Optimization exercise on an open flow, not production practice. RTL: at most simulated, not proved equivalent. The clock port is an ideal driver here. Power: default activity.

==> flow/design.v <==
module pixel_compositor (
    input  logic        Clk,
    input  logic        Reset,
    input  logic        frame_start,
    input  logic        de,
    input  logic [9:0]  DrawX,
    input  logic [9:0]  DrawY,
    input  logic [9:0]  X,
    input  logic [9:0]  Y,
    input  logic [9:0]  size,
    input  logic [7:0]  x_vec,
    input  logic [7:0]  y_vec,
    input  logic        map_en,
    input  logic        wall_on,
    input  logic [11:0] wall_color,
    input  logic [11:0] memdata,
    output logic [3:0]  Red,
    output logic [3:0]  Green,
    output logic [3:0]  Blue,
    output logic        out_valid,
    output logic        dots_ready
);
    logic [9:0] x_lat, y_lat, s_lat;
    logic [7:0] xv_lat, yv_lat;
    logic       par_ok;
    logic [9:0] x_dot, y_dot;
    logic [7:0] xv_dot, yv_dot;
    logic       dot_ok;
    logic [3:0] cnt;
    logic       rdy;
    always_ff @(posedge Clk) begin
        if (frame_start) begin
            x_lat <= X; y_lat <= Y; s_lat <= size; xv_lat <= x_vec; yv_lat <= y_vec;
        end
        if (cnt == 4'd10 && !frame_start) begin
            x_dot <= x_lat; y_dot <= y_lat; xv_dot <= xv_lat; yv_dot <= yv_lat;
        end
    end
    always_ff @(posedge Clk) begin
        if (Reset) begin
            cnt <= '0; rdy <= 1'b0; par_ok <= 1'b0; dot_ok <= 1'b0;
        end else if (frame_start) begin
            cnt <= 4'd1; rdy <= 1'b0; par_ok <= 1'b1;
        end else if (cnt == 4'd10) begin
            cnt <= '0; rdy <= 1'b1; dot_ok <= 1'b1;
        end else if (cnt != 4'd0) begin
            cnt <= cnt + 4'd1;
        end
    end
    logic [8:0] hx, hy;
    logic       dot_hit;
    dot_axis u_dx (.d(DrawX[7:0]), .p(x_dot), .a(xv_dot), .hit(hx));
    dot_axis u_dy (.d(DrawY[7:0]), .p(y_dot), .a(yv_dot), .hit(hy));
        assign dot_hit = dot_ok ? |(hx & hy) : (DrawX[7:0] == 8'd0 && DrawY[7:0] == 8'd0);
    logic signed [10:0] ddx, ddy;
    logic               player_hit;
    sub4 u_sx (.d(DrawX[7:0]), .p(x_lat), .r(ddx));
    sub4 u_sy (.d(DrawY[7:0]), .p(y_lat), .r(ddy));
    logic disc_in;
    disc_le u_disc (.dx(ddx), .dy(ddy), .s(s_lat), .le(disc_in));
        assign player_hit = par_ok && disc_in;
    logic above, below, in_map;
    col_cmp u_col (.y(DrawY), .m(memdata[7:0]), .above(above), .below(below));
    assign in_map = map_en && (DrawX <= 10'd160) && (DrawY <= 10'd120);
    logic [11:0] rgb1, rgb2;
    logic        v1, v2;
    logic [11:0] col;
    always_comb begin
        if (in_map) begin
            if (dot_hit)         col = 12'hFFF;
            else if (player_hit) col = 12'hF70;
            else if (wall_on)    col = wall_color;
            else                 col = 12'h004;
        end else begin
            if (above)           col = 12'h337;
            else if (below)      col = 12'h733;
            else                 col = {3{memdata[11:8]}};
        end
    end
    always_ff @(posedge Clk) begin
        if (Reset) begin
            rgb1 <= '0; v1 <= 1'b0; rgb2 <= '0; v2 <= 1'b0;
        end else begin
            rgb1 <= de ? col : 12'h000;
            v1   <= de;
            rgb2 <= rgb1;
            v2   <= v1;
        end
    end
    assign {Red, Green, Blue} = rgb2;
    assign out_valid  = v2;
    assign dots_ready = rdy;
endmodule
module disc_le (input logic [10:0] dx, input logic [10:0] dy, input logic [9:0] s, output logic le);
    wire n0 = dx[4] ^ dy[4];
    wire n1 = ~(dx[4] | dy[4]);
    wire n2 = ~(s[0] & s[7]);
    wire n3 = ~(s[1] & s[6]);
    wire n4, n5;
    ha_cell u_n4 (.a(n2), .b(n3), .s(n4), .co(n5));
    wire n6 = ~(s[0] & s[8]);
    wire n7 = ~(s[1] & s[7]);
    wire n8 = n6 ^ n7;
    wire n9 = ~(n6 | n7);
    wire n10 = dx[5] ^ dy[5];
    wire n11 = ~(dx[5] | dy[5]);
    wire n12 = ~(s[0] & s[9]);
    wire n13 = ~(s[1] & s[8]);
    wire n14 = ~(s[2] & s[7]);
    wire n15, n16;
    fa_cell u_n15 (.a(n12), .b(n13), .c(n14), .s(n15), .co(n16));
    wire n17 = ~(dx[0] & dx[9]);
    wire n18 = ~(dx[1] & dx[8]);
    wire n19 = ~(dx[2] & dx[7]);
    wire n20, n21;
    fa_cell u_n20 (.a(n17), .b(n18), .c(n19), .s(n20), .co(n21));
    wire n22 = ~(s[3] & s[6]);
    wire n23 = ~(s[4] & s[5]);
    wire n24, n25;
    ha_cell u_n24 (.a(n22), .b(n23), .s(n24), .co(n25));
    wire n26 = ~(dx[0] & dx[10]);
    wire n27 = ~(dy[0] & dy[10]);
    wire n28 = ~(s[1] & s[9]);
    wire n29, n30;
    fa_cell u_n29 (.a(n26), .b(n27), .c(n28), .s(n29), .co(n30));
    wire n31 = ~(s[2] & s[8]);
    wire n32 = ~(s[3] & s[7]);
    wire n33 = ~(s[4] & s[6]);
    wire n34, n35;
    fa_cell u_n34 (.a(n31), .b(n32), .c(n33), .s(n34), .co(n35));
    wire n36 = ~(dx[1] & dx[9]);
    wire n37 = ~(dx[2] & dx[8]);
    wire n38 = n36 ^ n37;
    wire n39 = ~(n36 | n37);
    wire n40 = ~(dx[1] & dx[10]);
    wire n41 = dx[6] ^ n40;
    wire n42 = ~(dx[6] | n40);
    wire n43 = ~(dy[1] & dy[10]);
    wire n44 = ~(s[2] & s[9]);
    wire n45, n46;
    fa_cell u_n45 (.a(dy[6]), .b(n43), .c(n44), .s(n45), .co(n46));
    wire n47 = ~(s[3] & s[8]);
    wire n48 = ~(s[4] & s[7]);
    wire n49 = ~(s[5] & s[6]);
    wire n50, n51;
    fa_cell u_n50 (.a(n47), .b(n48), .c(n49), .s(n50), .co(n51));
    wire n52 = ~(dx[2] & dx[9]);
    wire n53 = ~(dx[3] & dx[8]);
    wire n54 = ~(dx[4] & dx[7]);
    wire n55, n56;
    fa_cell u_n55 (.a(n52), .b(n53), .c(n54), .s(n55), .co(n56));
    wire n57 = ~(dx[2] & dx[10]);
    wire n58 = ~(dy[2] & dy[10]);
    wire n59 = ~(s[3] & s[9]);
    wire n60, n61;
    fa_cell u_n60 (.a(n57), .b(n58), .c(n59), .s(n60), .co(n61));
    wire n62 = ~(dx[3] & dx[10]);
    wire n63, n64;
    fa_cell u_n63 (.a(dx[7]), .b(n62), .c(dy[7]), .s(n63), .co(n64));
    wire n65 = dx[3] ^ dy[3];
    wire n66 = ~(dx[3] | dy[3]);
    wire n67 = ~(s[0] & s[5]);
    wire n68 = ~(s[1] & s[4]);
    wire n69 = ~(s[2] & s[3]);
    wire n70, n71;
    fa_cell u_n70 (.a(n67), .b(n68), .c(n69), .s(n70), .co(n71));
    wire n72 = ~(s[0] & s[6]);
    wire n73 = ~(s[1] & s[5]);
    wire n74 = n72 ^ n73;
    wire n75 = ~(n72 | n73);
    wire n76 = ~(dx[0] & dx[6]);
    wire n77 = ~(dx[1] & dx[5]);
    wire n78 = n76 ^ n77;
    wire n79 = ~(n76 | n77);
    wire n80 = ~(s[2] & s[5]);
    wire n81 = ~(s[3] & s[4]);
    wire n82, n83;
    fa_cell u_n82 (.a(n4), .b(n80), .c(n81), .s(n82), .co(n83));
    wire n84 = ~(dx[0] & dx[7]);
    wire n85 = ~(dx[1] & dx[6]);
    wire n86, n87;
    fa_cell u_n86 (.a(n0), .b(n84), .c(n85), .s(n86), .co(n87));
    wire n88 = ~(dx[2] & dx[5]);
    wire n89 = ~(dx[3] & dx[4]);
    wire n90 = ~(dy[0] & dy[7]);
    wire n91, n92;
    fa_cell u_n91 (.a(n88), .b(n89), .c(n90), .s(n91), .co(n92));
    wire n93 = ~(s[2] & s[6]);
    wire n94 = ~(s[3] & s[5]);
    wire n95, n96;
    fa_cell u_n95 (.a(n5), .b(n93), .c(n94), .s(n95), .co(n96));
    wire n97 = ~(dx[0] & dx[8]);
    wire n98, n99;
    fa_cell u_n98 (.a(n1), .b(n8), .c(n97), .s(n98), .co(n99));
    wire n100 = ~(dx[1] & dx[7]);
    wire n101 = ~(dx[2] & dx[6]);
    wire n102 = ~(dx[3] & dx[5]);
    wire n103, n104;
    fa_cell u_n103 (.a(n100), .b(n101), .c(n102), .s(n103), .co(n104));
    wire n105 = ~(dy[0] & dy[8]);
    wire n106 = ~(dy[1] & dy[7]);
    wire n107 = n105 ^ n106;
    wire n108 = ~(n105 | n106);
    wire n109, n110;
    fa_cell u_n109 (.a(n9), .b(n10), .c(n20), .s(n109), .co(n110));
    wire n111 = ~(dx[3] & dx[6]);
    wire n112 = ~(dx[4] & dx[5]);
    wire n113 = ~(dy[0] & dy[9]);
    wire n114, n115;
    fa_cell u_n114 (.a(n111), .b(n112), .c(n113), .s(n114), .co(n115));
    wire n116 = ~(dy[1] & dy[8]);
    wire n117 = ~(dy[2] & dy[7]);
    wire n118 = ~(dy[3] & dy[6]);
    wire n119, n120;
    fa_cell u_n119 (.a(n116), .b(n117), .c(n118), .s(n119), .co(n120));
    wire n121 = dy[4] & dy[5];
    wire n122, n123;
    fa_cell u_n122 (.a(n15), .b(n24), .c(n121), .s(n122), .co(n123));
    wire n124, n125;
    fa_cell u_n124 (.a(n16), .b(n25), .c(n29), .s(n124), .co(n125));
    wire n126 = ~(dx[3] & dx[7]);
    wire n127, n128;
    fa_cell u_n127 (.a(n11), .b(n21), .c(n126), .s(n127), .co(n128));
    wire n129 = ~(dx[4] & dx[6]);
    wire n130 = ~(dy[1] & dy[9]);
    wire n131 = ~(dy[2] & dy[8]);
    wire n132, n133;
    fa_cell u_n132 (.a(n129), .b(n130), .c(n131), .s(n132), .co(n133));
    wire n134 = dy[3] & dy[7];
    wire n135, n136;
    fa_cell u_n135 (.a(n34), .b(n38), .c(n134), .s(n135), .co(n136));
    wire n137, n138;
    fa_cell u_n137 (.a(n30), .b(n35), .c(n39), .s(n137), .co(n138));
    wire n139 = ~(dx[5] & dx[6]);
    wire n140, n141;
    fa_cell u_n140 (.a(n41), .b(n55), .c(n139), .s(n140), .co(n141));
    wire n142 = ~(dy[2] & dy[9]);
    wire n143 = ~(dy[3] & dy[8]);
    wire n144 = ~(dy[4] & dy[7]);
    wire n145, n146;
    fa_cell u_n145 (.a(n142), .b(n143), .c(n144), .s(n145), .co(n146));
    wire n147 = dy[5] & dy[6];
    wire n148, n149;
    fa_cell u_n148 (.a(n45), .b(n50), .c(n147), .s(n148), .co(n149));
    wire n150, n151;
    fa_cell u_n150 (.a(n46), .b(n51), .c(n60), .s(n150), .co(n151));
    wire n152 = ~(dx[3] & dx[9]);
    wire n153, n154;
    fa_cell u_n153 (.a(n42), .b(n56), .c(n152), .s(n153), .co(n154));
    wire n155 = ~(dx[4] & dx[8]);
    wire n156 = ~(dx[5] & dx[7]);
    wire n157 = ~(dy[3] & dy[9]);
    wire n158, n159;
    fa_cell u_n158 (.a(n155), .b(n156), .c(n157), .s(n158), .co(n159));
    wire n160 = ~(s[4] & s[8]);
    wire n161 = ~(s[5] & s[7]);
    wire n162 = dy[4] & dy[8];
    wire n163, n164;
    fa_cell u_n163 (.a(n160), .b(n161), .c(n162), .s(n163), .co(n164));
    wire n165 = ~(dy[3] & dy[10]);
    wire n166, n167;
    fa_cell u_n166 (.a(n61), .b(n63), .c(n165), .s(n166), .co(n167));
    wire n168 = ~(s[4] & s[9]);
    wire n169 = ~(s[5] & s[8]);
    wire n170 = ~(s[6] & s[7]);
    wire n171, n172;
    fa_cell u_n171 (.a(n168), .b(n169), .c(n170), .s(n171), .co(n172));
    wire n173 = ~(dx[4] & dx[9]);
    wire n174 = ~(dx[5] & dx[8]);
    wire n175 = ~(dx[6] & dx[7]);
    wire n176, n177;
    fa_cell u_n176 (.a(n173), .b(n174), .c(n175), .s(n176), .co(n177));
    wire n178 = ~(dy[4] & dy[9]);
    wire n179 = ~(dy[5] & dy[8]);
    wire n180 = ~(dy[6] & dy[7]);
    wire n181, n182;
    fa_cell u_n181 (.a(n178), .b(n179), .c(n180), .s(n181), .co(n182));
    wire n183 = ~(dx[4] & dx[10]);
    wire n184 = ~(dy[4] & dy[10]);
    wire n185, n186;
    fa_cell u_n185 (.a(n64), .b(n183), .c(n184), .s(n185), .co(n186));
    wire n187 = ~(dx[5] & dx[9]);
    wire n188 = ~(dx[6] & dx[8]);
    wire n189 = ~(dy[5] & dy[9]);
    wire n190, n191;
    fa_cell u_n190 (.a(n187), .b(n188), .c(n189), .s(n190), .co(n191));
    wire n192 = ~(dx[5] & dx[10]);
    wire n193, n194;
    fa_cell u_n193 (.a(dx[8]), .b(n192), .c(dy[8]), .s(n193), .co(n194));
    wire n195 = ~(dy[5] & dy[10]);
    wire n196 = ~(s[6] & s[9]);
    wire n197 = ~(s[7] & s[8]);
    wire n198, n199;
    fa_cell u_n198 (.a(n195), .b(n196), .c(n197), .s(n198), .co(n199));
    wire n200 = ~(s[0] & s[3]);
    wire n201 = ~(s[1] & s[2]);
    wire n202, n203;
    fa_cell u_n202 (.a(dy[2]), .b(n200), .c(n201), .s(n202), .co(n203));
    wire n204 = ~(dx[0] & dx[3]);
    wire n205 = dx[2] ^ n204;
    wire n206 = ~(dx[2] | n204);
    wire n207 = ~(s[0] & s[4]);
    wire n208 = dx[2] ^ n207;
    wire n209 = ~(dx[2] | n207);
    wire n210 = ~(dx[0] & dx[4]);
    wire n211 = ~(dx[1] & dx[3]);
    wire n212 = ~(dy[0] & dy[4]);
    wire n213, n214;
    fa_cell u_n213 (.a(n210), .b(n211), .c(n212), .s(n213), .co(n214));
    wire n215 = ~(dx[0] & dx[5]);
    wire n216 = ~(dx[1] & dx[4]);
    wire n217, n218;
    fa_cell u_n217 (.a(n65), .b(n215), .c(n216), .s(n217), .co(n218));
    wire n219 = ~(dx[2] & dx[3]);
    wire n220 = ~(dy[0] & dy[5]);
    wire n221 = ~(dy[1] & dy[4]);
    wire n222, n223;
    fa_cell u_n222 (.a(n219), .b(n220), .c(n221), .s(n222), .co(n223));
    wire n224 = ~(dy[2] & dy[3]);
    wire n225 = n224 ^ s[3];
    wire n226 = ~(n224 | s[3]);
    wire n227 = ~(s[2] & s[4]);
    wire n228, n229;
    fa_cell u_n228 (.a(n71), .b(n78), .c(n227), .s(n228), .co(n229));
    wire n230 = ~(dx[2] & dx[4]);
    wire n231, n232;
    fa_cell u_n231 (.a(n66), .b(n74), .c(n230), .s(n231), .co(n232));
    wire n233 = ~(dy[0] & dy[6]);
    wire n234 = ~(dy[1] & dy[5]);
    wire n235 = ~(dy[2] & dy[4]);
    wire n236, n237;
    fa_cell u_n236 (.a(n233), .b(n234), .c(n235), .s(n236), .co(n237));
    wire n238, n239;
    fa_cell u_n238 (.a(n75), .b(n86), .c(n91), .s(n238), .co(n239));
    wire n240 = ~(dy[1] & dy[6]);
    wire n241 = ~(dy[2] & dy[5]);
    wire n242 = ~(dy[3] & dy[4]);
    wire n243, n244;
    fa_cell u_n243 (.a(n240), .b(n241), .c(n242), .s(n243), .co(n244));
    wire n245 = ~s[4];
    wire n246, n247;
    fa_cell u_n246 (.a(n79), .b(n82), .c(n245), .s(n246), .co(n247));
    wire n248, n249;
    fa_cell u_n248 (.a(n83), .b(n95), .c(n107), .s(n248), .co(n249));
    wire n250, n251;
    fa_cell u_n250 (.a(n87), .b(n92), .c(n98), .s(n250), .co(n251));
    wire n252 = ~(dy[2] & dy[6]);
    wire n253 = ~(dy[3] & dy[5]);
    wire n254, n255;
    fa_cell u_n254 (.a(n103), .b(n252), .c(n253), .s(n254), .co(n255));
    wire n256, n257;
    fa_cell u_n256 (.a(n96), .b(n108), .c(n122), .s(n256), .co(n257));
    wire n258, n259;
    fa_cell u_n258 (.a(n99), .b(n104), .c(n109), .s(n258), .co(n259));
    wire n260, n261;
    fa_cell u_n260 (.a(n114), .b(n119), .c(s[5]), .s(n260), .co(n261));
    wire n262, n263;
    fa_cell u_n262 (.a(n123), .b(n124), .c(n135), .s(n262), .co(n263));
    wire n264, n265;
    fa_cell u_n264 (.a(n110), .b(n115), .c(n120), .s(n264), .co(n265));
    wire n266 = ~(dy[4] & dy[6]);
    wire n267, n268;
    fa_cell u_n267 (.a(n127), .b(n132), .c(n266), .s(n267), .co(n268));
    wire n269, n270;
    fa_cell u_n269 (.a(n125), .b(n136), .c(n137), .s(n269), .co(n270));
    wire n271, n272;
    fa_cell u_n271 (.a(n128), .b(n133), .c(n140), .s(n271), .co(n272));
    wire n273 = ~n148;
    wire n274, n275;
    fa_cell u_n274 (.a(n145), .b(s[6]), .c(n273), .s(n274), .co(n275));
    wire n276, n277;
    fa_cell u_n276 (.a(n138), .b(n149), .c(n150), .s(n276), .co(n277));
    wire n278, n279;
    fa_cell u_n278 (.a(n141), .b(n146), .c(n153), .s(n278), .co(n279));
    wire n280 = ~(dy[5] & dy[7]);
    wire n281 = ~n163;
    wire n282, n283;
    fa_cell u_n282 (.a(n158), .b(n280), .c(n281), .s(n282), .co(n283));
    wire n284, n285;
    fa_cell u_n284 (.a(n151), .b(n164), .c(n166), .s(n284), .co(n285));
    wire n286, n287;
    fa_cell u_n286 (.a(n154), .b(n159), .c(n176), .s(n286), .co(n287));
    wire n288 = ~n171;
    wire n289, n290;
    fa_cell u_n289 (.a(n181), .b(s[7]), .c(n288), .s(n289), .co(n290));
    wire n291, n292;
    fa_cell u_n291 (.a(n167), .b(n172), .c(n185), .s(n291), .co(n292));
    wire n293, n294;
    fa_cell u_n293 (.a(n177), .b(n182), .c(n190), .s(n293), .co(n294));
    wire n295 = ~(s[5] & s[9]);
    wire n296 = ~(s[6] & s[8]);
    wire n297 = dy[6] & dy[8];
    wire n298, n299;
    fa_cell u_n298 (.a(n295), .b(n296), .c(n297), .s(n298), .co(n299));
    wire n300, n301;
    fa_cell u_n300 (.a(n186), .b(n193), .c(n198), .s(n300), .co(n301));
    wire n302 = ~(dx[6] & dx[9]);
    wire n303 = ~(dx[7] & dx[8]);
    wire n304, n305;
    fa_cell u_n304 (.a(n191), .b(n302), .c(n303), .s(n304), .co(n305));
    wire n306 = ~(dy[6] & dy[9]);
    wire n307 = ~(dy[7] & dy[8]);
    wire n308, n309;
    fa_cell u_n308 (.a(n306), .b(n307), .c(s[8]), .s(n308), .co(n309));
    wire n310 = ~(dx[6] & dx[10]);
    wire n311, n312;
    fa_cell u_n311 (.a(n194), .b(n199), .c(n310), .s(n311), .co(n312));
    wire n313 = ~(dy[6] & dy[10]);
    wire n314 = ~(s[7] & s[9]);
    wire n315 = dx[7] & dx[9];
    wire n316, n317;
    fa_cell u_n316 (.a(n313), .b(n314), .c(n315), .s(n316), .co(n317));
    wire n318 = ~(dx[7] & dx[10]);
    wire n319, n320;
    fa_cell u_n319 (.a(dx[9]), .b(n318), .c(dy[9]), .s(n319), .co(n320));
    wire n321 = ~(dx[8] & dx[9]);
    wire n322 = ~(dy[8] & dy[9]);
    wire n323, n324;
    fa_cell u_n323 (.a(n321), .b(n322), .c(s[9]), .s(n323), .co(n324));
    wire n325 = ~(dx[0] & dx[1]);
    wire n326 = ~(dy[0] & dy[1]);
    wire n327, n328;
    fa_cell u_n327 (.a(dx[1]), .b(n325), .c(n326), .s(n327), .co(n328));
    wire n329 = ~(s[0] & s[2]);
    wire n330 = dx[1] ^ n329;
    wire n331 = ~(dx[1] | n329);
    wire n332 = ~(dx[1] & dx[2]);
    wire n333 = ~(dy[0] & dy[3]);
    wire n334 = ~(dy[1] & dy[2]);
    wire n335, n336;
    fa_cell u_n335 (.a(n332), .b(n333), .c(n334), .s(n335), .co(n336));
    wire n337, n338;
    ha_cell u_n337 (.a(n202), .b(n205), .s(n337), .co(n338));
    wire n339 = ~(s[1] & s[3]);
    wire n340, n341;
    fa_cell u_n340 (.a(n203), .b(n206), .c(n339), .s(n340), .co(n341));
    wire n342 = ~(dy[1] & dy[3]);
    wire n343, n344;
    fa_cell u_n343 (.a(n208), .b(n213), .c(n342), .s(n343), .co(n344));
    wire n345, n346;
    fa_cell u_n345 (.a(n209), .b(n214), .c(n217), .s(n345), .co(n346));
    wire n347 = ~n222;
    wire n348, n349;
    fa_cell u_n348 (.a(n225), .b(n70), .c(n347), .s(n348), .co(n349));
    wire n350, n351;
    fa_cell u_n350 (.a(n218), .b(n223), .c(n231), .s(n350), .co(n351));
    wire n352 = ~n236;
    wire n353, n354;
    fa_cell u_n353 (.a(n226), .b(n228), .c(n352), .s(n353), .co(n354));
    wire n355, n356;
    fa_cell u_n355 (.a(n232), .b(n237), .c(n238), .s(n355), .co(n356));
    wire n357 = ~n243;
    wire n358, n359;
    fa_cell u_n358 (.a(n229), .b(n246), .c(n357), .s(n358), .co(n359));
    wire n360, n361;
    fa_cell u_n360 (.a(n239), .b(n244), .c(n250), .s(n360), .co(n361));
    wire n362 = ~n254;
    wire n363, n364;
    fa_cell u_n363 (.a(n247), .b(n248), .c(n362), .s(n363), .co(n364));
    wire n365, n366;
    fa_cell u_n365 (.a(n251), .b(n255), .c(n258), .s(n365), .co(n366));
    wire n367 = ~n260;
    wire n368, n369;
    fa_cell u_n368 (.a(n249), .b(n256), .c(n367), .s(n368), .co(n369));
    wire n370, n371;
    fa_cell u_n370 (.a(n259), .b(n261), .c(n264), .s(n370), .co(n371));
    wire n372 = ~n267;
    wire n373, n374;
    fa_cell u_n373 (.a(n257), .b(n262), .c(n372), .s(n373), .co(n374));
    wire n375, n376;
    fa_cell u_n375 (.a(n265), .b(n268), .c(n271), .s(n375), .co(n376));
    wire n377 = ~n274;
    wire n378, n379;
    fa_cell u_n378 (.a(n263), .b(n269), .c(n377), .s(n378), .co(n379));
    wire n380, n381;
    fa_cell u_n380 (.a(n272), .b(n275), .c(n278), .s(n380), .co(n381));
    wire n382 = ~n282;
    wire n383, n384;
    fa_cell u_n383 (.a(n270), .b(n276), .c(n382), .s(n383), .co(n384));
    wire n385, n386;
    fa_cell u_n385 (.a(n279), .b(n283), .c(n286), .s(n385), .co(n386));
    wire n387 = ~n289;
    wire n388, n389;
    fa_cell u_n388 (.a(n277), .b(n284), .c(n387), .s(n388), .co(n389));
    wire n390, n391;
    fa_cell u_n390 (.a(n285), .b(n291), .c(n298), .s(n390), .co(n391));
    wire n392, n393;
    fa_cell u_n392 (.a(n287), .b(n290), .c(n293), .s(n392), .co(n393));
    wire n394, n395;
    fa_cell u_n394 (.a(n292), .b(n299), .c(n300), .s(n394), .co(n395));
    wire n396, n397;
    fa_cell u_n396 (.a(n294), .b(n304), .c(n308), .s(n396), .co(n397));
    wire n398, n399;
    fa_cell u_n398 (.a(n301), .b(n311), .c(n316), .s(n398), .co(n399));
    wire n400 = ~(dy[7] & dy[9]);
    wire n401, n402;
    fa_cell u_n401 (.a(n305), .b(n309), .c(n400), .s(n401), .co(n402));
    wire n403, n404;
    fa_cell u_n403 (.a(n312), .b(n317), .c(n319), .s(n403), .co(n404));
    wire n405 = ~(dy[7] & dy[10]);
    wire n406 = ~(s[8] & s[9]);
    wire n407 = ~n323;
    wire n408, n409;
    fa_cell u_n408 (.a(n405), .b(n406), .c(n407), .s(n408), .co(n409));
    wire n410 = ~(dx[8] & dx[10]);
    wire n411 = ~(dy[8] & dy[10]);
    wire n412, n413;
    fa_cell u_n412 (.a(n320), .b(n410), .c(n411), .s(n412), .co(n413));
    wire n414 = ~(dx[9] & dx[10]);
    wire n415 = dx[10] ^ n414;
    wire n416 = ~(dx[10] | n414);
    wire n417 = ~(s[0] & s[1]);
    wire n418, n419;
    ha_cell u_n418 (.a(dy[1]), .b(n417), .s(n418), .co(n419));
    wire n420 = ~(dx[0] & dx[2]);
    wire n421, n422;
    fa_cell u_n421 (.a(n328), .b(n330), .c(n420), .s(n421), .co(n422));
    wire n423, n424;
    fa_cell u_n423 (.a(n331), .b(n335), .c(s[2]), .s(n423), .co(n424));
    wire n425 = ~n336;
    wire n426, n427;
    fa_cell u_n426 (.a(n338), .b(n340), .c(n425), .s(n426), .co(n427));
    wire n428 = ~n344;
    wire n429, n430;
    fa_cell u_n429 (.a(n341), .b(n348), .c(n428), .s(n429), .co(n430));
    wire n431 = ~n346;
    wire n432, n433;
    fa_cell u_n432 (.a(n349), .b(n353), .c(n431), .s(n432), .co(n433));
    wire n434 = ~n351;
    wire n435, n436;
    fa_cell u_n435 (.a(n354), .b(n358), .c(n434), .s(n435), .co(n436));
    wire n437 = ~n356;
    wire n438, n439;
    fa_cell u_n438 (.a(n359), .b(n363), .c(n437), .s(n438), .co(n439));
    wire n440 = ~n361;
    wire n441, n442;
    fa_cell u_n441 (.a(n364), .b(n368), .c(n440), .s(n441), .co(n442));
    wire n443 = ~n366;
    wire n444, n445;
    fa_cell u_n444 (.a(n369), .b(n373), .c(n443), .s(n444), .co(n445));
    wire n446 = ~n371;
    wire n447, n448;
    fa_cell u_n447 (.a(n374), .b(n378), .c(n446), .s(n447), .co(n448));
    wire n449 = ~n376;
    wire n450, n451;
    fa_cell u_n450 (.a(n379), .b(n383), .c(n449), .s(n450), .co(n451));
    wire n452 = ~n381;
    wire n453, n454;
    fa_cell u_n453 (.a(n384), .b(n388), .c(n452), .s(n453), .co(n454));
    wire n455 = ~n386;
    wire n456, n457;
    fa_cell u_n456 (.a(n389), .b(n390), .c(n455), .s(n456), .co(n457));
    wire n458 = ~n393;
    wire n459, n460;
    fa_cell u_n459 (.a(n391), .b(n394), .c(n458), .s(n459), .co(n460));
    wire n461 = ~n397;
    wire n462, n463;
    fa_cell u_n462 (.a(n395), .b(n398), .c(n461), .s(n462), .co(n463));
    wire n464, n465;
    fa_cell u_n464 (.a(n399), .b(n403), .c(n408), .s(n464), .co(n465));
    wire n466, n467;
    fa_cell u_n466 (.a(n404), .b(n409), .c(n412), .s(n466), .co(n467));
    wire n468 = ~(dy[9] & dy[10]);
    wire n469, n470;
    fa_cell u_n469 (.a(n413), .b(dy[10]), .c(n468), .s(n469), .co(n470));
    wire n471, n472;
    ha_cell u_n471 (.a(dx[0]), .b(dy[0]), .s(n471), .co(n472));
    wire n473 = n327 ^ s[1];
    wire n474 = ~(n327 | s[1]);
    wire n475 = ~(dy[0] & dy[2]);
    wire n476 = ~n419;
    wire n477, n478;
    fa_cell u_n477 (.a(n421), .b(n475), .c(n476), .s(n477), .co(n478));
    wire n479 = ~n337;
    wire n480, n481;
    fa_cell u_n480 (.a(n422), .b(n423), .c(n479), .s(n480), .co(n481));
    wire n482 = ~n426;
    wire n483, n484;
    fa_cell u_n483 (.a(n424), .b(n343), .c(n482), .s(n483), .co(n484));
    wire n485 = ~n345;
    wire n486, n487;
    fa_cell u_n486 (.a(n427), .b(n429), .c(n485), .s(n486), .co(n487));
    wire n488 = ~n350;
    wire n489, n490;
    fa_cell u_n489 (.a(n430), .b(n432), .c(n488), .s(n489), .co(n490));
    wire n491 = ~n355;
    wire n492, n493;
    fa_cell u_n492 (.a(n433), .b(n435), .c(n491), .s(n492), .co(n493));
    wire n494 = ~n360;
    wire n495, n496;
    fa_cell u_n495 (.a(n436), .b(n438), .c(n494), .s(n495), .co(n496));
    wire n497 = ~n365;
    wire n498, n499;
    fa_cell u_n498 (.a(n439), .b(n441), .c(n497), .s(n498), .co(n499));
    wire n500 = ~n370;
    wire n501, n502;
    fa_cell u_n501 (.a(n442), .b(n444), .c(n500), .s(n501), .co(n502));
    wire n503 = ~n375;
    wire n504, n505;
    fa_cell u_n504 (.a(n445), .b(n447), .c(n503), .s(n504), .co(n505));
    wire n506 = ~n380;
    wire n507, n508;
    fa_cell u_n507 (.a(n448), .b(n450), .c(n506), .s(n507), .co(n508));
    wire n509 = ~n385;
    wire n510, n511;
    fa_cell u_n510 (.a(n451), .b(n453), .c(n509), .s(n510), .co(n511));
    wire n512 = ~n392;
    wire n513, n514;
    fa_cell u_n513 (.a(n454), .b(n456), .c(n512), .s(n513), .co(n514));
    wire n515 = ~n396;
    wire n516, n517;
    fa_cell u_n516 (.a(n457), .b(n459), .c(n515), .s(n516), .co(n517));
    wire n518 = ~n401;
    wire n519, n520;
    fa_cell u_n519 (.a(n460), .b(n462), .c(n518), .s(n519), .co(n520));
    wire n521 = ~n402;
    wire n522, n523;
    fa_cell u_n522 (.a(n463), .b(n464), .c(n521), .s(n522), .co(n523));
    wire n524 = ~n324;
    wire n525, n526;
    fa_cell u_n525 (.a(n465), .b(n466), .c(n524), .s(n525), .co(n526));
    wire n527 = ~n415;
    wire n528, n529;
    fa_cell u_n528 (.a(n467), .b(n469), .c(n527), .s(n528), .co(n529));
    wire n530 = ~n416;
    wire n531 = n470 ^ n530;
    wire n532 = ~(n470 | n530);
    wire n533 = n471 & ~s[0];
    wire n534 = n472 | n533;
    wire n535 = (n473 & n418) | (n473 & n534) | (n418 & n534);
    wire n536 = (n474 & ~n477) | (n474 & n535) | (~n477 & n535);
    wire n537 = (n478 & n480) | (n478 & ~n536) | (n480 & ~n536);
    wire n538 = (n481 & n483) | (n481 & n537) | (n483 & n537);
    wire n539 = (n484 & ~n486) | (n484 & n538) | (~n486 & n538);
    wire n540 = (n487 & n489) | (n487 & ~n539) | (n489 & ~n539);
    wire n541 = (n490 & n492) | (n490 & n540) | (n492 & n540);
    wire n542 = (n493 & n495) | (n493 & n541) | (n495 & n541);
    wire n543 = (n496 & n498) | (n496 & n542) | (n498 & n542);
    wire n544 = (n499 & n501) | (n499 & n543) | (n501 & n543);
    wire n545 = (n502 & n504) | (n502 & n544) | (n504 & n544);
    wire n546 = (n505 & n507) | (n505 & n545) | (n507 & n545);
    wire n547 = (n508 & n510) | (n508 & n546) | (n510 & n546);
    wire n548 = (n511 & n513) | (n511 & n547) | (n513 & n547);
    wire n549 = (n514 & n516) | (n514 & n548) | (n516 & n548);
    wire n550 = (n517 & n519) | (n517 & n549) | (n519 & n549);
    wire n551 = (n520 & n522) | (n520 & n550) | (n522 & n550);
    wire n552 = (n523 & n525) | (n523 & n551) | (n525 & n551);
    wire n553 = (n526 & n528) | (n526 & n552) | (n528 & n552);
    wire n554 = (n529 & ~n531) | (n529 & n553) | (~n531 & n553);
    wire n555 = ~(n532 ^ n554);
    assign le = n555;
endmodule
module fa_cell (input logic a, input logic b, input logic c, output logic s, output logic co);
    assign s  = a ^ b ^ c;
    assign co = (a & b) | (a & c) | (b & c);
endmodule
module ha_cell (input logic a, input logic b, output logic s, output logic co);
    assign s  = a ^ b;
    assign co = a & b;
endmodule
module dot_axis (
    input  logic [7:0] d,
    input  logic [9:0] p,
    input  logic [7:0] a,
    output logic [8:0] hit
);
    logic [10:0] m3, m5, m7;
    logic [8:2]  c3;
    logic [9:3]  c5, c7;
    ha_cell h3 (.a(a[1]), .b(a[0]), .s(m3[1]), .co(c3[2]));
    for (genvar i = 2; i <= 7; i++) begin : g3
        fa_cell f (.a(a[i]), .b(a[i-1]), .c(c3[i]), .s(m3[i]), .co(c3[i+1]));
    end
    assign m3[0]     = a[0];
    assign m3[8]     = c3[8];
    assign m3[10:9]  = {2{a[7]}};
    ha_cell h5 (.a(a[2]), .b(a[0]), .s(m5[2]), .co(c5[3]));
    for (genvar i = 3; i <= 8; i++) begin : g5
        fa_cell f (.a(a[(i <= 7) ? i : 7]), .b(a[i-2]), .c(c5[i]), .s(m5[i]), .co(c5[i+1]));
    end
    assign m5[1:0] = a[1:0];
    assign m5[9]   = c5[9];
    assign m5[10]  = a[7];
    ha_cell h7 (.a(m3[2]), .b(a[0]), .s(m7[2]), .co(c7[3]));
    for (genvar i = 3; i <= 8; i++) begin : g7
        fa_cell f (.a(m3[i]), .b(a[i-2]), .c(c7[i]), .s(m7[i]), .co(c7[i+1]));
    end
    assign m7[1:0] = m3[1:0];
    assign m7[9]   = c7[9];
    assign m7[10]  = a[7];
    logic [5:0] h [9];
    logic [1:0] l [9];
    assign h[0] = 6'd0;                         assign l[0] = 2'd0;
    assign h[1] = {{4{a[7]}}, a[6:5]};          assign l[1] = a[4:3];
    assign h[2] = {{3{a[7]}}, a[6:4]};          assign l[2] = a[3:2];
    assign h[3] = m3[10:5];                     assign l[3] = m3[4:3];
    assign h[4] = {{2{a[7]}}, a[6:3]};          assign l[4] = a[2:1];
    assign h[5] = m5[10:5];                     assign l[5] = m5[4:3];
    assign h[6] = m3[9:4];                      assign l[6] = m3[3:2];
    assign h[7] = m7[10:5];                     assign l[7] = m7[4:3];
    assign h[8] = a[7:2];                       assign l[8] = a[1:0];
    logic [8:0] z;
    logic [8:1] cz;
    logic [7:0] nph;
    assign nph = ~p[9:2];
    assign z[0]  = d[0] ^ p[2];
    assign cz[1] = d[0] | nph[0];
    for (genvar i = 1; i <= 7; i++) begin : gz
        fa_cell f (.a(d[i]), .b(nph[i]), .c(cz[i]), .s(z[i]), .co(cz[i+1]));
    end
    assign z[8] = ~cz[8];
    logic       in0, in1;
    logic [5:0] w, wm;
    assign w   = z[5:0];
    logic [5:0] lz;
    assign lz[0] = 1'b1;
    for (genvar i = 1; i < 6; i++) begin : gl
        assign lz[i] = lz[i-1] & ~w[i-1];
    end
    assign wm  = w ^ lz;
    assign in0 = (z[8:5] == 4'b0000) || (z[8:5] == 4'b1111);
    assign in1 = (z[8:5] == 4'b0000) || ((z[8:5] == 4'b0001) && lz[5]) || ((z[8:5] == 4'b1111) && !lz[5]);
    logic [3:0] qa, qb;
    assign qa = {~(p[1] & p[0]), p[1] | p[0], p[1], p[1] & p[0]};
    assign qb = {1'b0, 1'b0, ~p[1] & ~p[0], ~p[1]};
    for (genvar k = 0; k < 9; k++) begin : gk
        logic ak, bk;
        assign ak = qa[l[k]];
        assign bk = qb[l[k]];
        assign hit[k] = (ak && in1 && (h[k] == wm)) || (bk && in0 && (h[k] == w));
    end
endmodule
module sub4 (
    input  logic [7:0]  d,
    input  logic [9:0]  p,
    output logic [10:0] r
);
    logic [10:2] c;
    logic [9:2]  np;
    assign np   = ~p[9:2];
    assign r[0] = p[0];
    assign r[1] = p[1] ^ p[0];
    assign c[2] = ~(p[1] | p[0]);
    for (genvar i = 2; i <= 9; i++) begin : g
        fa_cell f (.a(d[i-2]), .b(np[i]), .c(c[i]), .s(r[i]), .co(c[i+1]));
    end
    assign r[10] = ~c[10];
endmodule
module col_cmp (
    input  logic [9:0] y,
    input  logic [7:0] m,
    output logic       above,
    output logic       below
);
    logic [9:0] w;
    logic [9:4] cw;
    assign w[2:0] = y[3:1];
    assign w[3]   = ~y[4];
    assign cw[4]  = y[4];
    for (genvar i = 4; i <= 6; i++) begin : gw
        assign w[i]    = y[i+1] ^ cw[i];
        assign cw[i+1] = y[i+1] & cw[i];
    end
    assign w[7]  = ~(y[8] ^ cw[7]);
    assign cw[8] = y[8] | cw[7];
    assign w[8]  = ~(y[9] ^ cw[8]);
    assign cw[9] = y[9] | cw[8];
    assign w[9]  = ~cw[9];
    logic [7:1] ca;
    assign ca[1] = m[0] & w[0];
    for (genvar i = 1; i <= 6; i++) begin : ga
        assign ca[i+1] = (m[i] & w[i]) | (m[i] & ca[i]) | (w[i] & ca[i]);
    end
    assign above = w[9] & ~m[7] & ~ca[7];
    logic [10:1] cb;
    assign cb[1] = y[0];
    for (genvar i = 1; i <= 8; i++) begin : gb
        assign cb[i+1] = (w[i-1] & ~m[i-1]) | (w[i-1] & cb[i]) | (~m[i-1] & cb[i]);
    end
    assign cb[10] = w[8] | cb[9];
    assign below = ~w[9] & cb[10];
endmodule
==> flow/flow/run.sh <==
#!/bin/bash
set -e
export BUFFER_PORTS_ARGS="-buffer_cell sky130_fd_sc_hd__buf_1"
export CTS_ARGS="-sink_clustering_enable -repair_clock_nets -buf_list sky130_fd_sc_hd__clkbuf_8 -dont_use_dummy_load"
export PRE_CTS_TCL="$(pwd)/flow/pre_cts.tcl"
bash standard.sh > standard_flow.log 2>&1
==> flow/flow/pre_cts.tcl <==
set_max_fanout 16 [current_design]
==> flow/standard.sh <==
#!/bin/bash
# synth_recipe.tcl (not shown) runs the flow's synth.tcl, then flattens the netlist and writes it again
# the make line also repeats each setting of config.mk as NAME=value (left out here)
make -C /OpenROAD-flow-scripts/flow DESIGN_CONFIG=/design/flow/config.mk WORK_HOME=/design/flow/orfs CLKGATE_MAP_FILE= SYNTH_SCRIPT=/design/flow/synth_recipe.tcl "${@:-finish}"
==> flow/config.mk <==
export PLATFORM = sky130hd
export DESIGN_NAME = pixel_compositor
export DESIGN_NICKNAME = pixel_compositor
export VERILOG_FILES = /design/flow/design.v
export SDC_FILE = /design/flow/constraint.sdc
export NUM_CORES = 4
export LEC_CHECK = 0
export CAP_MARGIN = 20
export CORE_MARGIN = 2
export CORE_UTILIZATION = 40
export CTS_BUF_LIST = sky130_fd_sc_hd__clkbuf_8
export SLEW_MARGIN = 20
export SYNTH_HIERARCHICAL = 1
==> flow/constraint.sdc <==
create_clock -name core_clock -period 12.0 [get_ports {Clk}]
set_input_delay 2.4000 -clock core_clock [delete_from_list [all_inputs] [get_ports {Clk}]]
set_output_delay 2.4000 -clock core_clock [all_outputs]
set_load 0.01 [all_outputs]
==> results of run 1 <==
-- modules after synthesis, one instance, submodules excluded --
module	flops+latches	cells	times used
fa_cell	0	1	211
dot_axis	0	201	2
sub4	0	13	2
pixel_compositor	115	225	1
ha_cell	0	1	11
col_cmp	0	49	1
disc_le	0	314	1
-- power by group through the flow --
stage	clock, W	combinational, W	sequential [W]
finish	0.000274	0.00322	0.000467
global route	0.000297	0.00363	0.000469
CTS	0.000288	0.00319	0.000467
detailed placement	0	0.00316	0.000475
global placement	0	0.00312	0.000475
floorplan	0	0.00248	0.000459
-- kinds of logic after synthesis --
family | Yosys count
compound gates | 171
simple gates | 355
xor+xnor | 123
fa+ha+maj | 263
buf+inv | 210
other cells | 1
flops | 115
-- layer usage --
layer	track usage	part of all wire	up-vias
met5	0	0	-
met4	0.0787	0.030	0
met3	0.0336	0.050	50
met2	0.360	0.50	312
met1	0.269	0.42	4845
li1	-	-	4265
-- synth_stat cells (6+ instances only) --
cell type / n / area (µm²)
a211oi_1: 21 / 158
a21oi_1: 27 / 135
a31oi_1: 14 / 87.6
and2_1: 22 / 138
buf_2: 20 / 100
buf_4: 8 / 60.1
buf_6: 7 / 78.8
clkbuf_1: 48 / 180
dfxtp_1: 33 / 661
edfxtp_1: 82 / 2460
fa_1: 211 / 4220
ha_1: 48 / 601
inv_1: 125 / 469
nand2_1: 159 / 597
nand2b_1: 10 / 62.6
nand3_1: 29 / 145
nand3b_1: 10 / 75.1
nand4_1: 23 / 144
nor2_1: 29 / 109
nor2b_1: 19 / 119
nor3_1: 10 / 50.1
nor4_1: 20 / 125
o2111ai_1: 6 / 52.6
o21ai_0: 16 / 80.1
o22ai_1: 12 / 75.1
o31ai_1: 6 / 45.0
xnor2_1: 62 / 543
xor2_1: 61 / 534
-- per-stage QoR --
step            util  power, W  instance area (µm²)  hold WS [ns]  cells
2_1_floorplan      -   0.00294                13000         0.400   1238
3_3_place_gp   0.421   0.00359                13600         0.406   1709
4_1_cts        0.429   0.00395                13900         0.406   1727
6_report       0.433   0.00396                14000         0.401   1741
3_5_place_dp   0.422   0.00364                13600         0.405   1710
5_1_grt        0.433   0.00440                14000         0.411   1741
-- final cells by class --
class	instances	share of cell area
Inverter	125	0.0335
Sequential cell	115	0.223
Timing Repair Buffer	127	0.0420
Antenna cell	2	0.000358
Clock buffer	17	0.0167
Multi-Input combinational cell	913	0.644
Tap cell	442	0.0395
-- final timing paths --
check	start	to	cells after the start
worst min-delay path	yv_lat[0]	yv_dot[0]	0
worst max-delay path	DrawX[0]	rgb1[2]	26
worst max register to register	x_lat[0]	rgb1[2]	27
worst min register to register	yv_lat[0]	yv_dot[0]	0
-- worst reg2reg max path, delay by kind of cell, from the launching register on --
kind / cells / cell delay [ns]
adders and majority gates: 15 / 6.86
DFF: 1 / 0.77
buffers and inverters: 2 / 0.18
and+or+nand+nor: 3 / 0.70
AOI/OAI and AO/OA: 7 / 1.32
-- registers in the layout (all words and copies together) (netlist names) --
name / count
cnt: 4
dot_ok: 1
par_ok: 1
rdy: 1
rgb1: 12
rgb2: 12
s_lat: 10
v1: 1
v2: 1
x_dot: 10
x_lat: 10
xv_dot: 8
xv_lat: 8
y_dot: 10
y_lat: 10
yv_dot: 8
yv_lat: 8
==> impl_metrics.py, run 1 <==
metrics = {
    "outcome": {
        "status": "timing/DRC/antenna clean",
    },
    "drt": {
        "drtIter0Drc": 701,
        "drtAntennaViolNets": 0,
        "vias": 9472,
        "totalWireLength_um": 35300,
        "firstDrtPassIters": 5,
        "via_per_inst": 5.44,
        "drc": 0,
        "wl_per_cell_um": 20.3,
    },
    "clock_tree": {
        "cts_tree": "yes",
        "path_clk_slew_ns": 0.07,
        "clkLatencyLatePin_ns": 0.44,
        "cts_setup_buffers": 0,
        "cts-buffers-inserted": 17,
        "cts_hold_buf": 0,
        "postCtsResizedCells": 0,
        "cts_sinks": 115,
    },
    "global_route": {
        "antenna_found_initial": 2,
        "grt_start_max_net_pins": 51,
        "grt_pass1_vias": 9908,
        "overflow": 0,
        "grt_usage": 0.211,
        "grt_pass1_wl_um": 54900,
    },
    "pwr": {
        "p_leak_nw": 5.20,
        "clockPowerShare": 0.069,
        "power.density_nw_per_um2": 283,
        "switchingPower_w": 0.00195,
        "p_seq_frac": 0.118,
        "p_sw_frac": 0.493,
        "ir_drop_uv": 483,
        "internal_power_w": 0.00201,
        "combPwrFrac": 0.813,
    },
    "critical_path": {
        "max_stage_delay_ns": 0.83,
        "cp-end-kind": "flop",
        "crit_buf_inv": 2,
        "rrSetupSlack_ns": 2.11,
        "path_delay_family": "adder cells",
        "cp.required_ns": 12.34,
        "crit_path_top_delay_cell": "fa_1",
        "critPathMaxFanout": 12,
        "path_class": "in -> reg",
        "start_kind": "primary input",
        "arrival_ns": 11.26,
        "path_common_cell": "fa_1",
    },
    "cells_and_area": {
        "nets": 1654,
        "syn_to_final_growth_pct": 7.21,
        "multi_input_area_um2": 9010,
        "register_area_um2": 3120,
        "layout_commonest_cell": "fa_1",
        "final_cell_mix": "fa_1 (211), nand2_1 (159), inv_1 (125)",
        "drive_above_1_share": 0.0386,
        "fillers": 3106,
    },
    "yosys": {
        "ys.warnings.count": 10,
        "async_reset_ff_frac": 0,
        "synth_cell_types": 77,
        "avgSynthCellArea_um2": 10.5,
        "synth_edf_count": 82,
        "synthMuxAreaShare": 0,
        "synth_top_family_by_area": "adder cells",
        "synth_area_um2": 13000,
        "synth_ff_type": "edfxtp_1",
        "synth_xor_area_frac": 0.0826,
        "synth_compound_area_frac": 0.0981,
        "syn_inst": 1238,
        "synthSimpleGateAreaFrac": 0.136,
        "synth_adder_area_share": 0.373,
        "synth-seq-cells": 115,
        "syn_nets": 1593,
        "ys_seq_area_frac": 0.239,
    },
    "floorplanning": {
        "dieArea_um2": 34100,
        "dieHeight_um": 185,
        "chipWidth_um": 185,
        "io_pins": 110,
        "start_util": 0.404,
        "core-area_um2": 32300,
        "core.rowCount": 66,
    },
    "place": {
        "io_buffers": 109,
        "place_ws_ns": 0.720,
        "dp_hpwl_um": 25900,
        "routabilityCongestion": 0.894,
    },
    "timing": {
        "hold_violations": 0,
        "drv_slew": 0,
        "grt_setup_unrepaired": "false",
        "fin_crit_sh": 0.910,
        "worst_pin_slew_ns": 1.05,
        "fin_setup_tns_ns": 0,
        "max-slew-margin-rel": 0.300,
        "fin_skew_ns": 0.0347,
        "max_freq_ghz": 0.0916,
        "setup_viol": 0,
        "layout_min_cycle_time_ns": 10.92,
        "fin_ws_ns": 1.08,
    },
    "worst_hold_path": {
        "hp-class": "reg -> reg",
    },
    "job": {
        "cap_violations": 0,
    },
}
==> run 2: changes to the inputs <==
==> flow/flow/pre_cts.tcl (replaced) <==
set_max_fanout 30 [current_design]
==> impl_metrics.py, run 2 <==
metrics = {
    "outcome": {
        "status": "timing/DRC/antenna clean",
    },
    "drt": {
        "drtIter0Drc": 741,
        "drc": 0,
        "wl_per_cell_um": 20.1,
        "totalWireLength_um": 34900,
        "firstDrtPassIters": 7,
        "vias": 9393,
        "drtAntennaViolNets": 0,
        "via_per_inst": 5.42,
    },
    "pwr": {
        "p_seq_frac": 0.118,
        "internal_power_w": 0.00201,
        "power.density_nw_per_um2": 285,
        "p_sw_frac": 0.492,
        "p_leak_nw": 5.18,
        "ir_drop_uv": 478,
        "combPwrFrac": 0.813,
        "switchingPower_w": 0.00195,
        "clockPowerShare": 0.069,
    },
    "floorplanning": {
        "io_pins": 110,
        "core-area_um2": 32300,
        "start_util": 0.404,
        "dieHeight_um": 185,
        "dieArea_um2": 34100,
        "chipWidth_um": 185,
        "core.rowCount": 66,
    },
    "yosys": {
        "synth_top_area_cell": "fa_1",
        "avgSynthCellArea_um2": 10.5,
        "synth_area_um2": 13000,
        "async_reset_ff_frac": 0,
        "ys.warnings.count": 10,
        "synth_ff_type": "edfxtp_1",
        "synth_most_common_cell": "fa_1",
        "synth_cell_types": 77,
        "synth-seq-cells": 115,
        "ys_seq_area_frac": 0.239,
        "syn_nets": 1593,
        "yosysTopAreaCellShare": 0.324,
        "syn_inst": 1238,
        "synth_commonest_cells": "fa_1 (211), nand2_1 (159), inv_1 (125)",
        "synth_edf_count": 82,
        "synthTopCellsByArea": "fa_1 (32%), edfxtp_1 (19%), dfxtp_1 (5.1%)",
    },
    "global_route": {
        "use_met1": 0.269,
        "grt_usage": 0.211,
        "grt_pass1_vias": 9908,
        "use_met3": 0.0336,
        "grtUsageMet2": 0.360,
        "antenna_found_initial": 2,
        "busiest_layer": "met2",
        "overflow": 0,
        "grt_start_max_net_pins": 51,
        "grt_pass1_wl_um": 54900,
    },
    "cells_and_area": {
        "drive_above_1_share": 0.0411,
        "syn_to_final_growth_pct": 6.76,
        "nets": 1647,
        "fillers": 3114,
        "final_cell_mix": "fa_1 (211), nand2_1 (159), inv_1 (125)",
        "utilization": 0.431,
        "layout_commonest_cell": "fa_1",
        "largestRegisters": "rgb1 x12, rgb2 x12",
    },
    "critical_path": {
        "critPathMaxFanout": 12,
        "cp.required_ns": 12.34,
        "r2r-start": "x_lat[0]",
        "startpoint": "DrawX[0]",
        "cp-end-kind": "flop",
        "start_kind": "primary input",
        "arrival_ns": 11.25,
        "path_class": "in -> reg",
    },
    "clock_tree": {
        "cts-buffers-inserted": 17,
        "path_clk_slew_ns": 0.07,
        "cts_setup_buffers": 0,
        "cts_sinks": 115,
        "postCtsResizedCells": 0,
        "cts_tree": "yes",
        "cts_hold_buf": 0,
        "clkLatencyLatePin_ns": 0.44,
    },
    "timing": {
        "setup_viol": 0,
        "max-slew-margin-rel": 0.309,
        "fin_crit_sh": 0.909,
        "hold_violations": 0,
        "layout_min_cycle_time_ns": 10.91,
        "grt_setup_unrepaired": "false",
        "fin_setup_tns_ns": 0,
        "max_freq_ghz": 0.0916,
        "fin_skew_ns": 0.0347,
        "worst_pin_slew_ns": 1.03,
        "drv_slew": 0,
    },
    "worst_hold_path": {
        "hp-class": "reg -> reg",
        "hp-start": "yv_lat[0]",
    },
    "place": {
        "io_buffers": 109,
        "dp_hpwl_um": 25900,
        "routabilityCongestion": 0.894,
    },
    "job": {
        "cap_violations": 0,
    },
}
==> run 2: cell count changes in the layout (fill, tap and decap cells not counted) <==
| cell | delta |
|---|---|
| buf_6 | +1 |
| buf_8 | +2 |
| clkdlybuf4s50_1 | -10 |
==> run 2: per-module statistics from Yosys (local to each module, per instance), excerpt <==
module | copies in the design | cells
dot_axis | 2 | 201
pixel_compositor | 1 | 225
fa_cell | 211 | 1
col_cmp | 1 | 49
sub4 | 2 | 13
ha_cell | 11 | 1
==> run 2: worst max-delay path, cell delays in order <==
cell,delay [ns]
buf_1,0.13
fa_1,0.46
fa_1,0.39
fa_1,0.38
fa_1,0.40
fa_1,0.40
fa_1,0.39
fa_1,0.39
fa_1,0.82
nand2_1,0.15
fa_1,0.49
fa_1,0.50
fa_1,0.54
inv_1,0.06
fa_1,0.46
fa_1,0.44
fa_1,0.60
o22ai_1,0.10
nor4_1,0.21
o221ai_1,0.22
a211oi_2,0.27
o221a_1,0.26
o211ai_2,0.11
nand2_1,0.33
o21ai_0,0.18
a21oi_1,0.16
==> run 2: layout make-up <==
cell class                      count  area [µm²]  share of cell area
Antenna cell                        2        5.00            0.000359
Clock buffer                       17         234              0.0168
Inverter                          125         469              0.0337
Multi-Input combinational cell    913        9010               0.647
Sequential cell                   115        3120               0.224
Tap cell                          442         553              0.0397
Timing Repair Buffer              120         529              0.0380
==> run 2: power groups by stage <==
stage | logic (W) | clock network (W) | registers [W]
detailed placement | 0.00316 | 0 | 0.000475
global route | 0.00363 | 0.000298 | 0.000469
CTS | 0.00319 | 0.000288 | 0.000467
finish | 0.00322 | 0.000274 | 0.000467
global placement | 0.00312 | 0 | 0.000475
floorplan | 0.00248 | 0 | 0.000459
==> run 2: final timing paths <==
check	endpoint	slack, ns	cells after the start
max	rgb1[2]	1.09	26
min	yv_dot[0]	0.40	0
max reg2reg	rgb1[2]	2.12	27
min reg2reg	yv_dot[0]	0.40	0
==> run 2: cell families after synthesis <==
| group | after synthesis | share of synthesized area |
|---|---|---|
| flip-flops | 115 | 0.239 |
| other | 1 | 0.000287 |
| AND/OR/NAND/NOR | 355 | 0.136 |
| adder cells (fa/ha/maj) | 263 | 0.373 |
| buffers and inverters | 210 | 0.0702 |
| AO/OA/AOI/OAI | 171 | 0.0981 |
| XOR/XNOR | 123 | 0.0826 |
==> run 2: per-layer routing <==
layer  part of all wire  up-vias
met5                  0        -
met4              0.026        0
met1               0.42     4815
met3              0.050       44
li1                   -     4248
met2               0.51      286
==> run 2: through the flow <==
step | cells | area (µm²) | setup slack [ns] | total power (W) | hold WS, ns
2_1_floorplan | 1238 | 13000 | 1.37 | 0.00294 | 0.400
5_1_grt | 1734 | 13900 | 0.709 | 0.00440 | 0.411
4_1_cts | 1727 | 13900 | 1.12 | 0.00395 | 0.406
3_3_place_gp | 1709 | 13600 | 0.865 | 0.00359 | 0.406
6_report | 1734 | 13900 | 1.09 | 0.00396 | 0.402
3_5_place_dp | 1710 | 13600 | 0.720 | 0.00364 | 0.405
==> run 3: changes to the inputs <==
==> flow/flow/run.sh (replaced) <==
#!/bin/bash
set -e
export BUFFER_PORTS_ARGS="-buffer_cell sky130_fd_sc_hd__buf_1"
export CTS_ARGS="-sink_clustering_enable -repair_clock_nets -buf_list sky130_fd_sc_hd__clkbuf_8 -dont_use_dummy_load"
bash standard.sh > standard_flow.log 2>&1
removed: flow/flow/pre_cts.tcl
==> impl_metrics.py, run 3 <==
metrics = {
    "pwr": {
        "p_leak_nw": 5.16,
        "power.density_nw_per_um2": 286,
        "ir_drop_uv": 482,
    },
    "critical_path": {
        "cp.required_ns": 12.34,
        "crit_path_top_delay_cell": "fa_1",
        "crit_buf_inv": 2,
        "max_stage_delay_ns": 0.82,
        "path_class": "in -> reg",
        "cp-end-kind": "flop",
        "path_delay_family": "adder cells",
        "r2r-start": "x_lat[0]",
        "start_kind": "primary input",
        "r2r_end": "rgb1[2]",
        "critPathMaxFanout": 12,
        "path_common_cell": "fa_1",
        "reg2regPathDepth": 27,
        "rrSetupSlack_ns": 2.12,
        "arrival_ns": 11.24,
    },
    "global_route": {
        "grt_pass1_wl_um": 54900,
        "grt_start_max_net_pins": 51,
        "overflow": 0,
        "grt_usage": 0.211,
        "grt_pass1_vias": 9908,
        "antenna_found_initial": 2,
    },
    "floorplanning": {
        "dieArea_um2": 34100,
        "io_pins": 110,
        "start_util": 0.404,
        "chipWidth_um": 185,
        "core.rowCount": 66,
        "dieHeight_um": 185,
        "core-area_um2": 32300,
    },
    "job": {
        "cap_violations": 0,
    },
    "drt": {
        "drc": 0,
        "drtIter0Drc": 712,
        "firstDrtPassIters": 5,
        "drtAntennaViolNets": 0,
        "wl_per_cell_um": 19.9,
        "totalWireLength_um": 34400,
        "via_per_inst": 5.41,
        "vias": 9348,
    },
    "yosys": {
        "syn_inst": 1238,
        "synth_most_common_cell": "fa_1",
        "ys_seq_area_frac": 0.239,
        "yosysTopAreaCellShare": 0.324,
        "ys.warnings.count": 10,
        "synth_top_area_cell": "fa_1",
        "synth_commonest_cells": "fa_1 (211), nand2_1 (159), inv_1 (125)",
        "synth_cell_types": 77,
        "synth_edf_count": 82,
        "synth-seq-cells": 115,
        "avgSynthCellArea_um2": 10.5,
        "synthTopCellsByArea": "fa_1 (32%), edfxtp_1 (19%), dfxtp_1 (5.1%)",
        "synth_ff_type": "edfxtp_1",
        "async_reset_ff_frac": 0,
        "syn_nets": 1593,
        "synth_area_um2": 13000,
    },
    "clock_tree": {
        "cts_hold_buf": 0,
        "cts_buffer_depth": 2,
        "htreeDepth": 4,
        "cts_setup_buffers": 0,
        "cts_root_buffer": "clkbuf_8",
        "postCtsResizedCells": 0,
        "clkLatencyLatePin_ns": 0.44,
        "path_clk_slew_ns": 0.07,
        "cts_sinks": 115,
        "cts-buffers-inserted": 17,
        "cts_tree": "yes",
    },
    "cells_and_area": {
        "register_area_um2": 3120,
        "drive_above_1_share": 0.0389,
        "largestRegisters": "rgb1 x12, rgb2 x12",
        "fillers": 3113,
        "final_cell_mix": "fa_1 (211), nand2_1 (159), inv_1 (125)",
        "multi_input_area_um2": 9010,
        "nets": 1642,
        "syn_to_final_growth_pct": 6.29,
        "layout_commonest_cell": "fa_1",
    },
    "timing": {
        "max-slew-margin-rel": 0.300,
        "worst_pin_slew_ns": 1.05,
        "hold_violations": 0,
        "drv_slew": 0,
        "setup_viol": 0,
        "fin_ws_ns": 1.10,
        "fin_setup_tns_ns": 0,
        "grt_setup_unrepaired": "false",
        "max_freq_ghz": 0.0917,
        "fin_skew_ns": 0.0352,
        "layout_min_cycle_time_ns": 10.90,
        "fin_crit_sh": 0.909,
    },
    "worst_hold_path": {
        "hp-class": "reg -> reg",
        "worstHoldPathCells": 0,
        "hp-start": "yv_lat[0]",
        "hold_end": "yv_dot[0]",
    },
    "place": {
        "io_buffers": 109,
        "place_ws_ns": 0.720,
        "dp_hpwl_um": 25900,
        "routabilityCongestion": 0.894,
    },
    "outcome": {
        "status": "timing/DRC/antenna clean",
    },
}
-- run 3: cell types whose count changed in the layout (fill, tap and decap cells not counted) --
cell and delta:
clkdlybuf4s50_1 -2, buf_6 -1, buf_8 -2
-- run 3: metrics by stage --
stage                util  instances  power (W)  cell area, µm²  hold WS (ns)
finish              0.429       1729    0.00396           13900         0.400
CTS                 0.429       1727    0.00395           13900         0.406
detailed placement  0.422       1710    0.00364           13600         0.405
floorplan               -       1238    0.00294           13000         0.400
global route        0.429       1729    0.00440           13900         0.412
global placement    0.421       1709    0.00359           13600         0.406
-- run 3: Yosys stat by module (local to each module, per instance) --
| module | flip-flops and latches | cells inside | copies in the design |
|---|---|---|---|
| col_cmp | 0 | 49 | 1 |
| disc_le | 0 | 314 | 1 |
| dot_axis | 0 | 201 | 2 |
| fa_cell | 0 | 1 | 211 |
| ha_cell | 0 | 1 | 11 |
| pixel_compositor | 115 | 225 | 1 |
| sub4 | 0 | 13 | 2 |
-- run 3: worst reg2reg max path: stages, from the launching register on --
cell and delay, ns:
edfxtp_1 0.78, inv_1 0.12, ha_1 0.26, fa_1 0.39, fa_1 0.39, fa_1 0.38
fa_1 0.40, fa_1 0.40, fa_1 0.39, fa_1 0.39, fa_1 0.82, nand2_1 0.16
fa_1 0.48, fa_1 0.50, fa_1 0.54, inv_1 0.06, fa_1 0.46, fa_1 0.44
fa_1 0.60, o22ai_1 0.10, nor4_1 0.21, o221ai_1 0.22, a211oi_2 0.27, o221a_1 0.26
o211ai_2 0.12, nand2_1 0.33, o21ai_0 0.18, a21oi_1 0.17
-- run 3: how the worst max path moves through the flow --
| stage | depth (start not counted) | end | start | slack [ns] |
|---|---|---|---|---|
| 2_1_floorplan | 27 | rgb1[1] | DrawX[0] | 1.37 |
| 6_report | 26 | rgb1[2] | DrawX[0] | 1.10 |
| 3_3_place_gp | 26 | rgb1[0] | DrawX[0] | 0.86 |
| 5_1_grt | 28 | rgb1[2] | DrawY[0] | 0.71 |
| 4_1_cts | 26 | rgb1[2] | DrawX[0] | 1.12 |
| 3_5_place_dp | 26 | rgb1[2] | DrawX[0] | 0.72 |
-- run 3: cells by family after synthesis --
| group | count (synthesis) | share of synthesized area |
|---|---|---|
| AO/OA/AOI/OAI | 171 | 0.0981 |
| XOR/XNOR | 123 | 0.0826 |
| adder cells (fa/ha/maj) | 263 | 0.373 |
| buffers and inverters | 210 | 0.0702 |
| flip-flops | 115 | 0.239 |
| other | 1 | 0.000287 |
| AND/OR/NAND/NOR | 355 | 0.136 |
-- run 3: final cells by class --
class / instances / share of cell area
diodes: 2 / 0.000361
clock buffers: 17 / 0.0169
inverters: 125 / 0.0338
multi-input cells: 913 / 0.650
flip-flops and latches: 115 / 0.225
well taps: 442 / 0.0399
repair buffers: 115 / 0.0337
-- run 3: metal layers --
layer | vias to the layer above | GRT usage | routed length [µm]
met3 | 46 | 0.0336 | 1680
met1 | 4792 | 0.269 | 14400
met4 | 0 | 0.0787 | 973
met2 | 273 | 0.360 | 17400
li1 | 4237 | - | -
met5 | - | 0 | 0
-- run 3: where the power goes --
| group | internal (W) | switching, W |
|---|---|---|
| Sequential | 0.000446 | 0.0000211 |
| Clock | 0.000125 | 0.000149 |
| Combinational | 0.00144 | 0.00178 |
| Total | 0.00201 | 0.00195 |
==> run 4: changes to the inputs <==
--- a/flow/design.v
+++ b/flow/design.v
@@ -28,6 +28,8 @@
     logic       dot_ok;
     logic [3:0] cnt;
     logic       rdy;
+    assign par_ok = (cnt != 4'd0) || dot_ok;
+    assign rdy    = (cnt == 4'd0) && dot_ok;
     always_ff @(posedge Clk) begin
         if (frame_start) begin
             x_lat <= X; y_lat <= Y; s_lat <= size; xv_lat <= x_vec; yv_lat <= y_vec;
@@ -38,11 +40,11 @@
     end
     always_ff @(posedge Clk) begin
         if (Reset) begin
-            cnt <= '0; rdy <= 1'b0; par_ok <= 1'b0; dot_ok <= 1'b0;
+            cnt <= '0; dot_ok <= 1'b0;
         end else if (frame_start) begin
-            cnt <= 4'd1; rdy <= 1'b0; par_ok <= 1'b1;
+            cnt <= 4'd1;
         end else if (cnt == 4'd10) begin
-            cnt <= '0; rdy <= 1'b1; dot_ok <= 1'b1;
+            cnt <= '0; dot_ok <= 1'b1;
         end else if (cnt != 4'd0) begin
             cnt <= cnt + 4'd1;
         end
==> impl_metrics.py, run 4 <==
metrics = {
    "clock_tree": {
        "cts_hold_buf": 0,
        "clkLatencyLatePin_ns": 0.45,
        "cts_root_buffer": "clkbuf_8",
        "path_clk_slew_ns": 0.08,
        "cts_setup_buffers": 0,
        "htreeDepth": 4,
        "cts_buffer_depth": 2,
        "cts_sinks": 113,
        "cts-buffers-inserted": 17,
    },
    "job": {
        "cap_violations": 0,
    },
    "timing": {
        "hold_violations": 0,
        "drv_slew": 0,
        "fin_skew_ns": 0.0302,
        "max_freq_ghz": 0.0910,
        "setup_viol": 0,
        "layout_min_cycle_time_ns": 10.99,
        "worst_pin_slew_ns": 0.962,
        "fin_setup_tns_ns": 0,
        "hold_ws_ns": 0.410,
        "max-slew-margin-rel": 0.350,
    },
    "global_route": {
        "grt_pass1_wl_um": 54100,
        "overflow": 0,
        "grtUsageMet2": 0.366,
        "use_met1": 0.273,
        "grt_start_max_net_pins": 50,
        "grt_usage": 0.211,
        "use_met3": 0.0298,
        "antenna_found_initial": 2,
    },
    "floorplanning": {
        "core-area_um2": 32300,
        "dieArea_um2": 34000,
        "start_util": 0.404,
        "core.rowCount": 66,
        "io_pins": 110,
    },
    "yosys": {
        "synth_area_um2": 13000,
        "syn_nets": 1579,
        "synth_ff_type": "edfxtp_1",
        "yosysTopAreaCellShare": 0.324,
        "ys_seq_area_frac": 0.237,
        "synth_cell_types": 80,
        "synth_top_area_cell": "fa_1",
        "synth_edf_count": 82,
        "async_reset_ff_frac": 0,
        "synthTopCellsByArea": "fa_1 (32%), edfxtp_1 (19%), dfxtp_1 (4.8%)",
        "avgSynthCellArea_um2": 10.6,
    },
    "critical_path": {
        "r2r-start": "y_lat[0]",
        "path_class": "in -> reg",
        "cp-end-kind": "flop",
        "critPathMaxFanout": 11,
        "rrSetupSlack_ns": 2.11,
        "start_kind": "primary input",
        "reg2regPathDepth": 28,
    },
    "drt": {
        "drtIter0Drc": 625,
        "vias": 9242,
        "wl_per_cell_um": 20.0,
        "drtAntennaViolNets": 0,
        "via_per_inst": 5.38,
        "totalWireLength_um": 34300,
    },
    "cells_and_area": {
        "nets": 1633,
        "layout_commonest_cell": "fa_1",
        "multi_input_area_um2": 9060,
        "syn_to_final_growth_pct": 6.51,
        "largestRegisters": "rgb1 x12, rgb2 x12",
        "drive_above_1_share": 0.0470,
    },
    "place": {
        "io_buffers": 109,
        "dp_hpwl_um": 25800,
        "place_ws_ns": 0.566,
        "routabilityCongestion": 0.895,
    },
    "worst_hold_path": {
        "hp-class": "reg -> reg",
    },
    "outcome": {
        "status": "timing/DRC/antenna clean",
    },
    "pwr": {
        "power.density_nw_per_um2": 282,
        "p_leak_nw": 5.17,
    },
}
run 4: changes by cell type after synthesis, sizes merged, moves of 3 or more:
cell	delta
a221oi	+6
nor3	+4
nor2	-7
a21o	+3
a31oi	-7
o21ai	-5
run 4: worst paths after layout:
path / to
max: rgb1[10]
min: xv_dot[3]
max reg2reg: rgb1[10]
min reg2reg: xv_dot[3]
run 4: metal layers:
| metal | vias to the layer above | wire length [µm] |
|---|---|---|
| met1 | 4727 | 14500 |
| met2 | 265 | 17500 |
| met3 | 47 | 1640 |
| met5 | - | 13 |
| li1 | 4201 | - |
| met4 | 2 | 735 |
run 4: cell families after synthesis:
| kind of cell | count (synthesis) | share of synthesized area |
|---|---|---|
| muxes | 1 | 0.000768 |
| other | 1 | 0.000288 |
| DFF | 113 | 0.237 |
| buffers and inverters | 208 | 0.0691 |
| xor gates and xnor gates | 125 | 0.0840 |
| AOI/OAI and AO/OA | 165 | 0.101 |
| and+or+nand+nor | 348 | 0.134 |
| adders and majority gates | 263 | 0.374 |
run 4: layout make-up:
class	count	area share
clock buffer	17	0.0169
inverter	126	0.0341
multi-input combinational	903	0.653
sequential	113	0.222
tap	442	0.0399
timing repair buffer	117	0.0342
run 4: per-stage QoR:
stage	cells	area [µm²]	power (W)
final	1718	13900	0.00392
after global routing	1718	13900	0.00440
after CTS	1717	13900	0.00392
after detailed placement	1700	13600	0.00362
after global placement	1700	13600	0.00358
after floorplan	1224	13000	0.00294
run 4: report_power, final:
group | total, W | switching, W | internal (W)
registers | 0.000459 | 0.0000202 | 0.000439
clock network | 0.000273 | 0.000149 | 0.000124
logic | 0.00318 | 0.00176 | 0.00143
total | 0.00392 | 0.00193 | 0.00199
run 4: Yosys stat by module (local to each module, per instance):
module / cells / cell area, µm²
fa_cell: 1 / 20.0
pixel_compositor: 211 / 3740
disc_le: 314 / 1530
ha_cell: 1 / 12.5
col_cmp: 49 / 319
dot_axis: 201 / 1480
sub4: 13 / 61.3
run 4: worst max-delay path: stages:
cell	delay (ns)
buf_1	0.15
fa_1	0.45
fa_1	0.39
fa_1	0.46
fa_1	0.41
fa_1	0.40
fa_1	0.40
fa_1	0.38
fa_1	0.36
inv_1	0.36
nand2_1	0.16
fa_1	0.52
fa_1	0.54
inv_1	0.05
fa_1	0.47
inv_1	0.05
fa_1	0.45
fa_1	0.50
fa_1	0.57
o22ai_1	0.11
nor4_1	0.22
o221ai_1	0.28
a211oi_2	0.29
o221a_1	0.23
o211ai_2	0.14
a221oi_4	0.44
a221oi_1	0.13
